Background: an optimization exercise with open tools, aiming at small area, a short achievable clock period and few clock cycles per item. Do not read the settings as production practice. RTL that was checked went through simulation tests only; none was proved equivalent to the original.

==> run a <==
## tc_dot_product
module tc_dot_product #(
    parameter int shape_k    = SHAPE_K_DEF,
    parameter int in_width   = IN_WIDTH_DEF,
    parameter int depth_warp = DEPTH_WARP_DEF,
    parameter int fifo_depth = FIFO_DEPTH_DEF
) (
    input  logic                          clk,
    input  logic                          reset_i,
    input  logic [shape_k*in_width-1:0]   a_i,
    input  logic [shape_k*in_width-1:0]   b_i,
    input  logic [C_WIDTH-1:0]            c_i,
    input  tc_pkg::tc_op_e                        op_i,
    input  logic [IDXW_WIDTH-1:0]         ctrl_reg_idxw_i,
    input  logic [depth_warp-1:0]         ctrl_warpid_i,
    input  logic                          in_valid_i,
    input  logic                          out_ready_i,
    output logic                          in_ready_o,
    output logic                          out_valid_o,
    output logic [C_WIDTH-1:0]            result_o,
    output logic                          ovf_o,
    output logic [IDXW_WIDTH-1:0]         ctrl_reg_idxw_o,
    output logic [depth_warp-1:0]         ctrl_warpid_o
);
export LEC_CHECK = 0
export CAP_MARGIN = 20
export CORE_MARGIN = 2
export CORE_UTILIZATION = 40
export SETUP_SLACK_MARGIN = 2.6
export SLEW_MARGIN = 20
export SYNTH_HIERARCHICAL = 1
export SYNTH_MINIMUM_KEEP_SIZE = 0
export TNS_END_PERCENT = 10
create_clock -name core_clock -period 5.5 [get_ports {clk}]
standard.sh (not shown) runs the stock make flow with config.mk's settings and CLKGATE_MAP_FILE= SYNTH_SCRIPT=/design/flow/synth_recipe.tcl, a recipe that flattens the netlist after the stock synthesis.
==> flow/flow/run.sh <==
#!/bin/bash
# Layout flow: the standard flow unchanged, except that the port buffers
# are sky130_fd_sc_hd__buf_2 instead of the default delay-style buffer.
export BUFFER_PORTS_ARGS="-buffer_cell sky130_fd_sc_hd__buf_2"
bash standard.sh > standard.log 2>&1
==> run b (differences from run a) <==
--- a/flow/design.v
+++ b/flow/design.v
@@ -47,16 +47,38 @@
 endmodule
 module tc_rdy (
     input  logic v,
     input  logic r,
     output logic y
 );
     assign y = !v || r;
 endmodule
+module tc_mux2i (
+    input  logic a,
+    input  logic b,
+    input  logic s,
+    output logic y
+);
+    assign y = !(s ? b : a);
+endmodule
+module tc_xor2 (
+    input  logic x,
+    input  logic y,
+    output logic z
+);
+    assign z = x ^ y;
+endmodule
+module tc_nor2 (
+    input  logic x,
+    input  logic y,
+    output logic z
+);
+    assign z = !(x || y);
+endmodule
 `timescale 1ns/1ps
 import tc_pkg::*;
 module tc_dot_product #(
     parameter int shape_k    = SHAPE_K_DEF,
     parameter int in_width   = IN_WIDTH_DEF,
     parameter int depth_warp = DEPTH_WARP_DEF,
     parameter int fifo_depth = FIFO_DEPTH_DEF
 ) (
@@ -91,18 +113,20 @@
             vld_q <= '0;
         end else if (adv) begin
             vld_q <= {vld_q[S-2:0], in_valid_i};
         end
     end
     logic [IDXW_WIDTH-1:0] idxw_q [S];
     logic [depth_warp-1:0] warp_q [S];
     logic [S-1:0]          sgn_q;
+    logic sgnb_q;    
     always_ff @(posedge clk) begin
         if (adv) begin
+            sgnb_q    <= sgn & in_valid_i;
             idxw_q[0] <= ctrl_reg_idxw_i;
             warp_q[0] <= ctrl_warpid_i;
             sgn_q[0]  <= sgn;
             for (int i = 1; i < S; i++) begin
                 idxw_q[i] <= idxw_q[i-1];
                 warp_q[i] <= warp_q[i-1];
                 sgn_q[i]  <= sgn_q[i-1];
             end
@@ -2540,57 +2564,57 @@
     tc_fa u_fa345 (.a(c1051), .b(s1054), .ci(c1053), .s(s1204), .co(c1205));
     tc_fa u_fa346 (.a(s840), .b(s842), .ci(c1055), .s(s1206), .co(c1207));
     tc_fa u_fa347 (.a(c1057), .b(s1060), .ci(c1059), .s(s1208), .co(c1209));
     tc_fa u_fa348 (.a(s850), .b(s852), .ci(c1061), .s(s1210), .co(c1211));
     tc_fa u_fa349 (.a(c1063), .b(s1066), .ci(c1065), .s(s1212), .co(c1213));
     tc_fa u_fa350 (.a(c851), .b(c853), .ci(c1067), .s(s1214), .co(c1215));
     tc_fa u_fa351 (.a(c1069), .b(c1071), .ci(s1072), .s(s1216), .co(c1217));
     assign sx1218 = t1_q[67] ^ sgn_q[0];
-    assign sx1219 = t1_q[68] ^ sgn_q[0];
+    assign sx1219 = t1_q[68] ^ sgnb_q;
     assign sx1220 = t1_q[85] ^ sgn_q[0];
-    assign sx1221 = t1_q[86] ^ sgn_q[0];
+    assign sx1221 = t1_q[86] ^ sgnb_q;
     assign sx1222 = t1_q[87] ^ sgn_q[0];
-    assign sx1223 = t1_q[101] ^ sgn_q[0];
+    assign sx1223 = t1_q[101] ^ sgnb_q;
     assign sx1224 = t1_q[102] ^ sgn_q[0];
-    assign sx1225 = t1_q[103] ^ sgn_q[0];
+    assign sx1225 = t1_q[103] ^ sgnb_q;
     assign sx1226 = t1_q[104] ^ sgn_q[0];
-    assign sx1227 = t1_q[105] ^ sgn_q[0];
+    assign sx1227 = t1_q[105] ^ sgnb_q;
     assign sx1228 = t1_q[106] ^ sgn_q[0];
-    assign sx1229 = t1_q[119] ^ sgn_q[0];
+    assign sx1229 = t1_q[119] ^ sgnb_q;
     assign sx1230 = t1_q[120] ^ sgn_q[0];
-    assign sx1231 = t1_q[121] ^ sgn_q[0];
+    assign sx1231 = t1_q[121] ^ sgnb_q;
     assign sx1232 = t1_q[122] ^ sgn_q[0];
-    assign sx1233 = t1_q[123] ^ sgn_q[0];
+    assign sx1233 = t1_q[123] ^ sgnb_q;
     assign sx1234 = t1_q[124] ^ sgn_q[0];
-    assign sx1235 = t1_q[134] ^ sgn_q[0];
+    assign sx1235 = t1_q[134] ^ sgnb_q;
     assign sx1236 = t1_q[135] ^ sgn_q[0];
-    assign sx1237 = t1_q[136] ^ sgn_q[0];
+    assign sx1237 = t1_q[136] ^ sgnb_q;
     assign sx1238 = t1_q[137] ^ sgn_q[0];
-    assign sx1239 = t1_q[138] ^ sgn_q[0];
+    assign sx1239 = t1_q[138] ^ sgnb_q;
     assign sx1240 = t1_q[139] ^ sgn_q[0];
-    assign sx1241 = t1_q[147] ^ sgn_q[0];
+    assign sx1241 = t1_q[147] ^ sgnb_q;
     assign sx1242 = t1_q[148] ^ sgn_q[0];
-    assign sx1243 = t1_q[149] ^ sgn_q[0];
+    assign sx1243 = t1_q[149] ^ sgnb_q;
     assign sx1244 = t1_q[150] ^ sgn_q[0];
-    assign sx1245 = t1_q[151] ^ sgn_q[0];
+    assign sx1245 = t1_q[151] ^ sgnb_q;
     assign sx1246 = t1_q[152] ^ sgn_q[0];
-    assign sx1247 = t1_q[158] ^ sgn_q[0];
+    assign sx1247 = t1_q[158] ^ sgnb_q;
     assign sx1248 = t1_q[159] ^ sgn_q[0];
-    assign sx1249 = t1_q[160] ^ sgn_q[0];
+    assign sx1249 = t1_q[160] ^ sgnb_q;
     assign sx1250 = t1_q[161] ^ sgn_q[0];
-    assign sx1251 = t1_q[162] ^ sgn_q[0];
+    assign sx1251 = t1_q[162] ^ sgnb_q;
     assign sx1252 = t1_q[163] ^ sgn_q[0];
-    assign sx1253 = t1_q[167] ^ sgn_q[0];
+    assign sx1253 = t1_q[167] ^ sgnb_q;
     assign sx1254 = t1_q[168] ^ sgn_q[0];
-    assign sx1255 = t1_q[169] ^ sgn_q[0];
+    assign sx1255 = t1_q[169] ^ sgnb_q;
     assign sx1256 = t1_q[170] ^ sgn_q[0];
-    assign sx1257 = t1_q[173] ^ sgn_q[0];
+    assign sx1257 = t1_q[173] ^ sgnb_q;
     assign sx1258 = t1_q[174] ^ sgn_q[0];
-    assign sx1259 = t1_q[175] ^ sgn_q[0];
+    assign sx1259 = t1_q[175] ^ sgnb_q;
     tc_fa u_fa352 (.a(t1_q[36]), .b(t1_q[37]), .ci(t1_q[38]), .s(s1260), .co(c1261));
     tc_fa u_fa353 (.a(t1_q[51]), .b(t1_q[52]), .ci(t1_q[53]), .s(s1262), .co(c1263));
     tc_fa u_fa354 (.a(t1_q[54]), .b(t1_q[55]), .ci(t1_q[56]), .s(s1264), .co(c1265));
     tc_fa u_fa355 (.a(t1_q[57]), .b(t1_q[58]), .ci(t1_q[59]), .s(s1266), .co(c1267));
     tc_fa u_fa356 (.a(t1_q[69]), .b(t1_q[70]), .ci(t1_q[71]), .s(s1268), .co(c1269));
     tc_fa u_fa357 (.a(t1_q[72]), .b(t1_q[73]), .ci(t1_q[74]), .s(s1270), .co(c1271));
     tc_fa u_fa358 (.a(t1_q[75]), .b(t1_q[76]), .ci(t1_q[77]), .s(s1272), .co(c1273));
     tc_fa u_fa359 (.a(t1_q[78]), .b(t1_q[79]), .ci(t1_q[80]), .s(s1274), .co(c1275));
@@ -2766,19 +2790,24 @@
     logic [15:0]   sum;
     logic          sat_ovf;
     logic [15:0]   sat_val;
     logic [15:0]   clamp;
     assign sgn_t = sgn_q[1];
     assign ra  = ~{t2_q[67], c1535, c1567, c1565, c1563, c1561, c1559, c1557, c1555, c1553, c1551, c1549, c1547, c1545, c1543, c1541, c1539, c1537, t2_q[3], t2_q[0]};
     assign rb  = ~{1'b1, c1569, s1568, s1566, s1564, s1562, s1560, s1558, s1556, s1554, s1552, s1550, s1548, s1546, s1544, s1542, s1540, s1538, s1536, 1'b1};
     logic [19:0] pg_g, pg_p, pg_o;
-    assign pg_g = ra & rb;
-    assign pg_p = ra ^ rb;
-    assign pg_o = ra | rb;
+    logic [19:0] rai, rbi;
+    assign rai = {t2_q[67], c1535, c1567, c1565, c1563, c1561, c1559, c1557, c1555, c1553, c1551, c1549, c1547, c1545, c1543, c1541, c1539, c1537, t2_q[3], t2_q[0]};
+    assign rbi = {1'b1, c1569, s1568, s1566, s1564, s1562, s1560, s1558, s1556, s1554, s1552, s1550, s1548, s1546, s1544, s1542, s1540, s1538, s1536, 1'b1};
+    for (genvar i = 0; i < 20; i++) begin : g_pg
+        tc_xor2 u_p (.x(rai[i]), .y(rbi[i]), .z(pg_p[i]));
+        tc_nor2 u_g (.x(rai[i]), .y(rbi[i]), .z(pg_g[i]));
+    end
+    assign pg_o = ~(rai & rbi);
     logic kg1, kp1;
     tc_aoi21 u_kg1 (.g(pg_g[1]), .p(pg_p[1]), .gl(pg_g[0]), .y(kg1));
     assign kp1 = ~(pg_p[1] & pg_p[0]);
     logic kg2, kp2;
     tc_aoi21 u_kg2 (.g(pg_g[2]), .p(pg_p[2]), .gl(pg_g[1]), .y(kg2));
     assign kp2 = ~(pg_p[2] & pg_p[1]);
     logic kg3, kp3;
     tc_aoi21 u_kg3 (.g(pg_g[3]), .p(pg_p[3]), .gl(pg_g[2]), .y(kg3));
@@ -2955,24 +2984,28 @@
     logic ovf_c0, ovf_c1;     
     assign zr  = (pg_p[17] == pg_o[16]) & (pg_p[18] == pg_o[17]) & (pg_p[19] == pg_o[18]);
     assign z31 = (pg_p[16] != pg_g[15]) & (pg_p[17] != pg_g[16]) &
                  (pg_p[18] != pg_g[17]) & (pg_p[19] != pg_g[18]);
     assign ovf_c0 = sgn_t ? !((!pg_p[15] & (pg_p[16] == pg_o[15]) & zr) | (pg_p[15] & z31))
                           : !(zr & ((!pg_p[15] & (pg_p[16] == pg_o[15])) | (pg_p[15] & (pg_p[16] == pg_g[15]))));
     assign ovf_c1 = sgn_t ? !((pg_p[15] & (pg_p[16] == pg_o[15]) & zr) | (!pg_p[15] & z31))
                           : !(zr & ((pg_p[15] & (pg_p[16] == pg_o[15])) | (!pg_p[15] & (pg_p[16] == pg_g[15]))));
-    tc_mux2 u_ovf (.a(ovf_c0), .b(ovf_c1), .s(cy[15]), .y(sat_ovf));
-    tc_mux2 u_neg (.a(neg0), .b(neg1), .s(cy[15]), .y(neg));
+    logic sat_ovfn, negn;
+    tc_mux2i u_ovf (.a(ovf_c0), .b(ovf_c1), .s(cy[15]), .y(sat_ovfn));
+    tc_mux2i u_neg (.a(neg0), .b(neg1), .s(cy[15]), .y(negn));
+    assign sat_ovf = !sat_ovfn;
+    assign neg = !negn;
     logic [15:0] sum_q;
-    logic        neg_q;
+    logic        ovfn_q, negn_q;
     always_ff @(posedge clk) begin
         if (adv) begin
-            sum_q <= sum;
-            ovf_o <= sat_ovf;
-            neg_q <= neg;
+            sum_q  <= sum;
+            ovfn_q <= sat_ovfn;
+            negn_q <= negn;
         end
     end
-    assign clamp    = sgn_q[S-1] ? {neg_q, {15{!neg_q}}} : 16'hffff;
-    assign result_o = ovf_o ? clamp : sum_q;
+    assign clamp    = sgn_q[S-1] ? {!negn_q, {15{negn_q}}} : 16'hffff;
+    assign ovf_o    = !ovfn_q;
+    assign result_o = ovfn_q ? sum_q : clamp;
     assign ctrl_reg_idxw_o = idxw_q[S-1];
     assign ctrl_warpid_o   = warp_q[S-1];
 endmodule
CTS_CLUSTER_DIAMETER = 100   (was default)
CTS_CLUSTER_SIZE = 30   (was default)
==> run c (differences from run a) <==
--- a/flow/design.v
+++ b/flow/design.v
@@ -47,16 +47,38 @@
 endmodule
 module tc_rdy (
     input  logic v,
     input  logic r,
     output logic y
 );
     assign y = !v || r;
 endmodule
+module tc_mux2i (
+    input  logic a,
+    input  logic b,
+    input  logic s,
+    output logic y
+);
+    assign y = !(s ? b : a);
+endmodule
+module tc_xor2 (
+    input  logic x,
+    input  logic y,
+    output logic z
+);
+    assign z = x ^ y;
+endmodule
+module tc_nor2 (
+    input  logic x,
+    input  logic y,
+    output logic z
+);
+    assign z = !(x || y);
+endmodule
 `timescale 1ns/1ps
 import tc_pkg::*;
 module tc_dot_product #(
     parameter int shape_k    = SHAPE_K_DEF,
     parameter int in_width   = IN_WIDTH_DEF,
     parameter int depth_warp = DEPTH_WARP_DEF,
     parameter int fifo_depth = FIFO_DEPTH_DEF
 ) (
@@ -91,18 +113,20 @@
             vld_q <= '0;
         end else if (adv) begin
             vld_q <= {vld_q[S-2:0], in_valid_i};
         end
     end
     logic [IDXW_WIDTH-1:0] idxw_q [S];
     logic [depth_warp-1:0] warp_q [S];
     logic [S-1:0]          sgn_q;
+    logic sgnb_q;    
     always_ff @(posedge clk) begin
         if (adv) begin
+            sgnb_q    <= sgn & in_valid_i;
             idxw_q[0] <= ctrl_reg_idxw_i;
             warp_q[0] <= ctrl_warpid_i;
             sgn_q[0]  <= sgn;
             for (int i = 1; i < S; i++) begin
                 idxw_q[i] <= idxw_q[i-1];
                 warp_q[i] <= warp_q[i-1];
                 sgn_q[i]  <= sgn_q[i-1];
             end
@@ -2540,57 +2564,57 @@
     tc_fa u_fa345 (.a(c1051), .b(s1054), .ci(c1053), .s(s1204), .co(c1205));
     tc_fa u_fa346 (.a(s840), .b(s842), .ci(c1055), .s(s1206), .co(c1207));
     tc_fa u_fa347 (.a(c1057), .b(s1060), .ci(c1059), .s(s1208), .co(c1209));
     tc_fa u_fa348 (.a(s850), .b(s852), .ci(c1061), .s(s1210), .co(c1211));
     tc_fa u_fa349 (.a(c1063), .b(s1066), .ci(c1065), .s(s1212), .co(c1213));
     tc_fa u_fa350 (.a(c851), .b(c853), .ci(c1067), .s(s1214), .co(c1215));
     tc_fa u_fa351 (.a(c1069), .b(c1071), .ci(s1072), .s(s1216), .co(c1217));
     assign sx1218 = t1_q[67] ^ sgn_q[0];
-    assign sx1219 = t1_q[68] ^ sgn_q[0];
+    assign sx1219 = t1_q[68] ^ sgnb_q;
     assign sx1220 = t1_q[85] ^ sgn_q[0];
-    assign sx1221 = t1_q[86] ^ sgn_q[0];
+    assign sx1221 = t1_q[86] ^ sgnb_q;
     assign sx1222 = t1_q[87] ^ sgn_q[0];
-    assign sx1223 = t1_q[101] ^ sgn_q[0];
+    assign sx1223 = t1_q[101] ^ sgnb_q;
     assign sx1224 = t1_q[102] ^ sgn_q[0];
-    assign sx1225 = t1_q[103] ^ sgn_q[0];
+    assign sx1225 = t1_q[103] ^ sgnb_q;
     assign sx1226 = t1_q[104] ^ sgn_q[0];
-    assign sx1227 = t1_q[105] ^ sgn_q[0];
+    assign sx1227 = t1_q[105] ^ sgnb_q;
     assign sx1228 = t1_q[106] ^ sgn_q[0];
-    assign sx1229 = t1_q[119] ^ sgn_q[0];
+    assign sx1229 = t1_q[119] ^ sgnb_q;
     assign sx1230 = t1_q[120] ^ sgn_q[0];
-    assign sx1231 = t1_q[121] ^ sgn_q[0];
+    assign sx1231 = t1_q[121] ^ sgnb_q;
     assign sx1232 = t1_q[122] ^ sgn_q[0];
-    assign sx1233 = t1_q[123] ^ sgn_q[0];
+    assign sx1233 = t1_q[123] ^ sgnb_q;
     assign sx1234 = t1_q[124] ^ sgn_q[0];
-    assign sx1235 = t1_q[134] ^ sgn_q[0];
+    assign sx1235 = t1_q[134] ^ sgnb_q;
     assign sx1236 = t1_q[135] ^ sgn_q[0];
-    assign sx1237 = t1_q[136] ^ sgn_q[0];
+    assign sx1237 = t1_q[136] ^ sgnb_q;
     assign sx1238 = t1_q[137] ^ sgn_q[0];
-    assign sx1239 = t1_q[138] ^ sgn_q[0];
+    assign sx1239 = t1_q[138] ^ sgnb_q;
     assign sx1240 = t1_q[139] ^ sgn_q[0];
-    assign sx1241 = t1_q[147] ^ sgn_q[0];
+    assign sx1241 = t1_q[147] ^ sgnb_q;
     assign sx1242 = t1_q[148] ^ sgn_q[0];
-    assign sx1243 = t1_q[149] ^ sgn_q[0];
+    assign sx1243 = t1_q[149] ^ sgnb_q;
     assign sx1244 = t1_q[150] ^ sgn_q[0];
-    assign sx1245 = t1_q[151] ^ sgn_q[0];
+    assign sx1245 = t1_q[151] ^ sgnb_q;
     assign sx1246 = t1_q[152] ^ sgn_q[0];
-    assign sx1247 = t1_q[158] ^ sgn_q[0];
+    assign sx1247 = t1_q[158] ^ sgnb_q;
     assign sx1248 = t1_q[159] ^ sgn_q[0];
-    assign sx1249 = t1_q[160] ^ sgn_q[0];
+    assign sx1249 = t1_q[160] ^ sgnb_q;
     assign sx1250 = t1_q[161] ^ sgn_q[0];
-    assign sx1251 = t1_q[162] ^ sgn_q[0];
+    assign sx1251 = t1_q[162] ^ sgnb_q;
     assign sx1252 = t1_q[163] ^ sgn_q[0];
-    assign sx1253 = t1_q[167] ^ sgn_q[0];
+    assign sx1253 = t1_q[167] ^ sgnb_q;
     assign sx1254 = t1_q[168] ^ sgn_q[0];
-    assign sx1255 = t1_q[169] ^ sgn_q[0];
+    assign sx1255 = t1_q[169] ^ sgnb_q;
     assign sx1256 = t1_q[170] ^ sgn_q[0];
-    assign sx1257 = t1_q[173] ^ sgn_q[0];
+    assign sx1257 = t1_q[173] ^ sgnb_q;
     assign sx1258 = t1_q[174] ^ sgn_q[0];
-    assign sx1259 = t1_q[175] ^ sgn_q[0];
+    assign sx1259 = t1_q[175] ^ sgnb_q;
     tc_fa u_fa352 (.a(t1_q[36]), .b(t1_q[37]), .ci(t1_q[38]), .s(s1260), .co(c1261));
     tc_fa u_fa353 (.a(t1_q[51]), .b(t1_q[52]), .ci(t1_q[53]), .s(s1262), .co(c1263));
     tc_fa u_fa354 (.a(t1_q[54]), .b(t1_q[55]), .ci(t1_q[56]), .s(s1264), .co(c1265));
     tc_fa u_fa355 (.a(t1_q[57]), .b(t1_q[58]), .ci(t1_q[59]), .s(s1266), .co(c1267));
     tc_fa u_fa356 (.a(t1_q[69]), .b(t1_q[70]), .ci(t1_q[71]), .s(s1268), .co(c1269));
     tc_fa u_fa357 (.a(t1_q[72]), .b(t1_q[73]), .ci(t1_q[74]), .s(s1270), .co(c1271));
     tc_fa u_fa358 (.a(t1_q[75]), .b(t1_q[76]), .ci(t1_q[77]), .s(s1272), .co(c1273));
     tc_fa u_fa359 (.a(t1_q[78]), .b(t1_q[79]), .ci(t1_q[80]), .s(s1274), .co(c1275));
@@ -2766,19 +2790,24 @@
     logic [15:0]   sum;
     logic          sat_ovf;
     logic [15:0]   sat_val;
     logic [15:0]   clamp;
     assign sgn_t = sgn_q[1];
     assign ra  = ~{t2_q[67], c1535, c1567, c1565, c1563, c1561, c1559, c1557, c1555, c1553, c1551, c1549, c1547, c1545, c1543, c1541, c1539, c1537, t2_q[3], t2_q[0]};
     assign rb  = ~{1'b1, c1569, s1568, s1566, s1564, s1562, s1560, s1558, s1556, s1554, s1552, s1550, s1548, s1546, s1544, s1542, s1540, s1538, s1536, 1'b1};
     logic [19:0] pg_g, pg_p, pg_o;
-    assign pg_g = ra & rb;
-    assign pg_p = ra ^ rb;
-    assign pg_o = ra | rb;
+    logic [19:0] rai, rbi;
+    assign rai = {t2_q[67], c1535, c1567, c1565, c1563, c1561, c1559, c1557, c1555, c1553, c1551, c1549, c1547, c1545, c1543, c1541, c1539, c1537, t2_q[3], t2_q[0]};
+    assign rbi = {1'b1, c1569, s1568, s1566, s1564, s1562, s1560, s1558, s1556, s1554, s1552, s1550, s1548, s1546, s1544, s1542, s1540, s1538, s1536, 1'b1};
+    for (genvar i = 0; i < 20; i++) begin : g_pg
+        tc_xor2 u_p (.x(rai[i]), .y(rbi[i]), .z(pg_p[i]));
+        tc_nor2 u_g (.x(rai[i]), .y(rbi[i]), .z(pg_g[i]));
+    end
+    assign pg_o = ~(rai & rbi);
     logic kg1, kp1;
     tc_aoi21 u_kg1 (.g(pg_g[1]), .p(pg_p[1]), .gl(pg_g[0]), .y(kg1));
     assign kp1 = ~(pg_p[1] & pg_p[0]);
     logic kg2, kp2;
     tc_aoi21 u_kg2 (.g(pg_g[2]), .p(pg_p[2]), .gl(pg_g[1]), .y(kg2));
     assign kp2 = ~(pg_p[2] & pg_p[1]);
     logic kg3, kp3;
     tc_aoi21 u_kg3 (.g(pg_g[3]), .p(pg_p[3]), .gl(pg_g[2]), .y(kg3));
@@ -2955,24 +2984,28 @@
     logic ovf_c0, ovf_c1;     
     assign zr  = (pg_p[17] == pg_o[16]) & (pg_p[18] == pg_o[17]) & (pg_p[19] == pg_o[18]);
     assign z31 = (pg_p[16] != pg_g[15]) & (pg_p[17] != pg_g[16]) &
                  (pg_p[18] != pg_g[17]) & (pg_p[19] != pg_g[18]);
     assign ovf_c0 = sgn_t ? !((!pg_p[15] & (pg_p[16] == pg_o[15]) & zr) | (pg_p[15] & z31))
                           : !(zr & ((!pg_p[15] & (pg_p[16] == pg_o[15])) | (pg_p[15] & (pg_p[16] == pg_g[15]))));
     assign ovf_c1 = sgn_t ? !((pg_p[15] & (pg_p[16] == pg_o[15]) & zr) | (!pg_p[15] & z31))
                           : !(zr & ((pg_p[15] & (pg_p[16] == pg_o[15])) | (!pg_p[15] & (pg_p[16] == pg_g[15]))));
-    tc_mux2 u_ovf (.a(ovf_c0), .b(ovf_c1), .s(cy[15]), .y(sat_ovf));
-    tc_mux2 u_neg (.a(neg0), .b(neg1), .s(cy[15]), .y(neg));
+    logic sat_ovfn, negn;
+    tc_mux2i u_ovf (.a(ovf_c0), .b(ovf_c1), .s(cy[15]), .y(sat_ovfn));
+    tc_mux2i u_neg (.a(neg0), .b(neg1), .s(cy[15]), .y(negn));
+    assign sat_ovf = !sat_ovfn;
+    assign neg = !negn;
     logic [15:0] sum_q;
-    logic        neg_q;
+    logic        ovfn_q, negn_q;
     always_ff @(posedge clk) begin
         if (adv) begin
-            sum_q <= sum;
-            ovf_o <= sat_ovf;
-            neg_q <= neg;
+            sum_q  <= sum;
+            ovfn_q <= sat_ovfn;
+            negn_q <= negn;
         end
     end
-    assign clamp    = sgn_q[S-1] ? {neg_q, {15{!neg_q}}} : 16'hffff;
-    assign result_o = ovf_o ? clamp : sum_q;
+    assign clamp    = sgn_q[S-1] ? {!negn_q, {15{negn_q}}} : 16'hffff;
+    assign ovf_o    = !ovfn_q;
+    assign result_o = ovfn_q ? sum_q : clamp;
     assign ctrl_reg_idxw_o = idxw_q[S-1];
     assign ctrl_warpid_o   = warp_q[S-1];
 endmodule
CORE_UTILIZATION = 50   (was 40)
CTS_CLUSTER_DIAMETER = 80   (was default)
CTS_CLUSTER_SIZE = 22   (was default)
==> impl_metrics.csv <==
group,metric,value,unit
power_and_ir_drop,power.share.clock,13.0,%
clock_network,numCtsBuffers,37,
worst_hold_path,hp-start,"idxw_q[1][0]",
routing,wl_per_cell,25.7,um
synthesis,netlist_area,0.0236,sq mm
power_and_ir_drop,seq_cell_power,4.70,mW
floorplan,die_area,0.0610,sq mm
synthesis,synth_area_leaders,"fa_1, edfxtp_1, nand2_1, clkbuf_1, xor2_1",
critical_path,max_stage_delay,0.51,ns
status,status,"no timing/DRC/antenna violations",
worst_hold_path,holdPathEnd,"idxw_q[2][0]",
synthesis,synth_simple_gate_area_share,9.15,%
power_and_ir_drop,sw_frac_of_total,42.3,%
clock_network,clk_pin_slew_worst_paths,0.06,ns
routing,drtIter0Drc,1051,
power_and_ir_drop,power.switching,7.87,mW
grt,grt_pass1_wl,102000,um
layout,drive_gt1_share,16.6,%
placed_design,placed_cell_area,0.0251,sq mm
critical_path,worstSetupPathType,"reg2reg",
the above is filed under run a

==> impl_metrics.csv <==
group,metric,value,unit
status,status,"no timing/DRC/antenna violations",
clock_network,numCtsBuffers,17,
layout,drive_gt1_share,16.2,%
floorplan,die_area,0.0606,sq mm
synthesis,synth_area_leaders,"fa_1, edfxtp_1, nand2_1, xor2_1, clkbuf_1",
grt,grt_pass1_wl,105000,um
power_and_ir_drop,power.switching,7.75,mW
placed_design,placed_cell_area,0.0249,sq mm
power_and_ir_drop,sw_frac_of_total,44.5,%
critical_path,worstSetupPathType,"in2reg",
synthesis,synth_simple_gate_area_share,9.38,%
clock_network,clk_pin_slew_worst_paths,0.10,ns
power_and_ir_drop,power.share.clock,8.8,%
the above is filed under run b

==> impl_metrics.csv <==
group,metric,value,unit
synthesis,netlist_area,0.0234,sq mm
floorplan,die_area,0.0486,sq mm
synthesis,synth_simple_gate_area_share,9.38,%
power_and_ir_drop,sw_frac_of_total,44.4,%
power_and_ir_drop,power.switching,7.68,mW
worst_hold_path,hp-start,"idxw_q[1][1]",
routing,wl_per_cell,28.6,um
grt,grt_pass1_wl,102000,um
clock_network,clk_pin_slew_worst_paths,0.08,ns
synthesis,synth_area_leaders,"fa_1, edfxtp_1, nand2_1, xor2_1, clkbuf_1",
power_and_ir_drop,seq_cell_power,4.73,mW
status,status,"no timing/DRC/antenna violations",
clock_network,numCtsBuffers,24,
critical_path,max_stage_delay,0.56,ns
the above is filed under run c

Testbench counts of run b, summed over its fixed seeds: cycles 3,224, items 3,200.
Testbench counts of run c, summed over its fixed seeds: cycles 3,224, items 3,200.
For run a, only the layout was checked, not whether the RTL still works.

[what the ideal ports hide]
No port has a modelled driver above. Below, the same layouts with a new extraction and two added sets of constraints. Step 1, drivers: a clkbuf_16 drives clk and a buf_2 each remaining input, both assumed. Step 2 moves the port delays by t, midway between the first and last clock arrival at a register: inputs arrive t later, outputs are due t later. That takes back most of the time a late clock gives input paths. Three values: ideal ports, drivers, drivers and shift; two values: the first two.
run	shift t [ns]	setup slack, ns	hold WS [ns]	worst setup path at the end	slew at the worst register clock pin (ns)
run a	0.598	2.513 / 2.513 / 2.066	0.416 / 0.416 / 0.416	input to register	0.06 / 0.06
run b	0.601	2.590 / 2.605 / 2.013	0.428 / 0.428 / 0.428	input to register	0.12 / 0.12
run c	0.601	2.503 / 2.503 / 2.057	0.423 / 0.423 / 0.423	input to register	0.09 / 0.09
After both steps every run listed still meets setup and hold. For run b, which loses most, drivers alone change the setup slack by +0.015 ns; drivers and shift together by -0.577 ns.
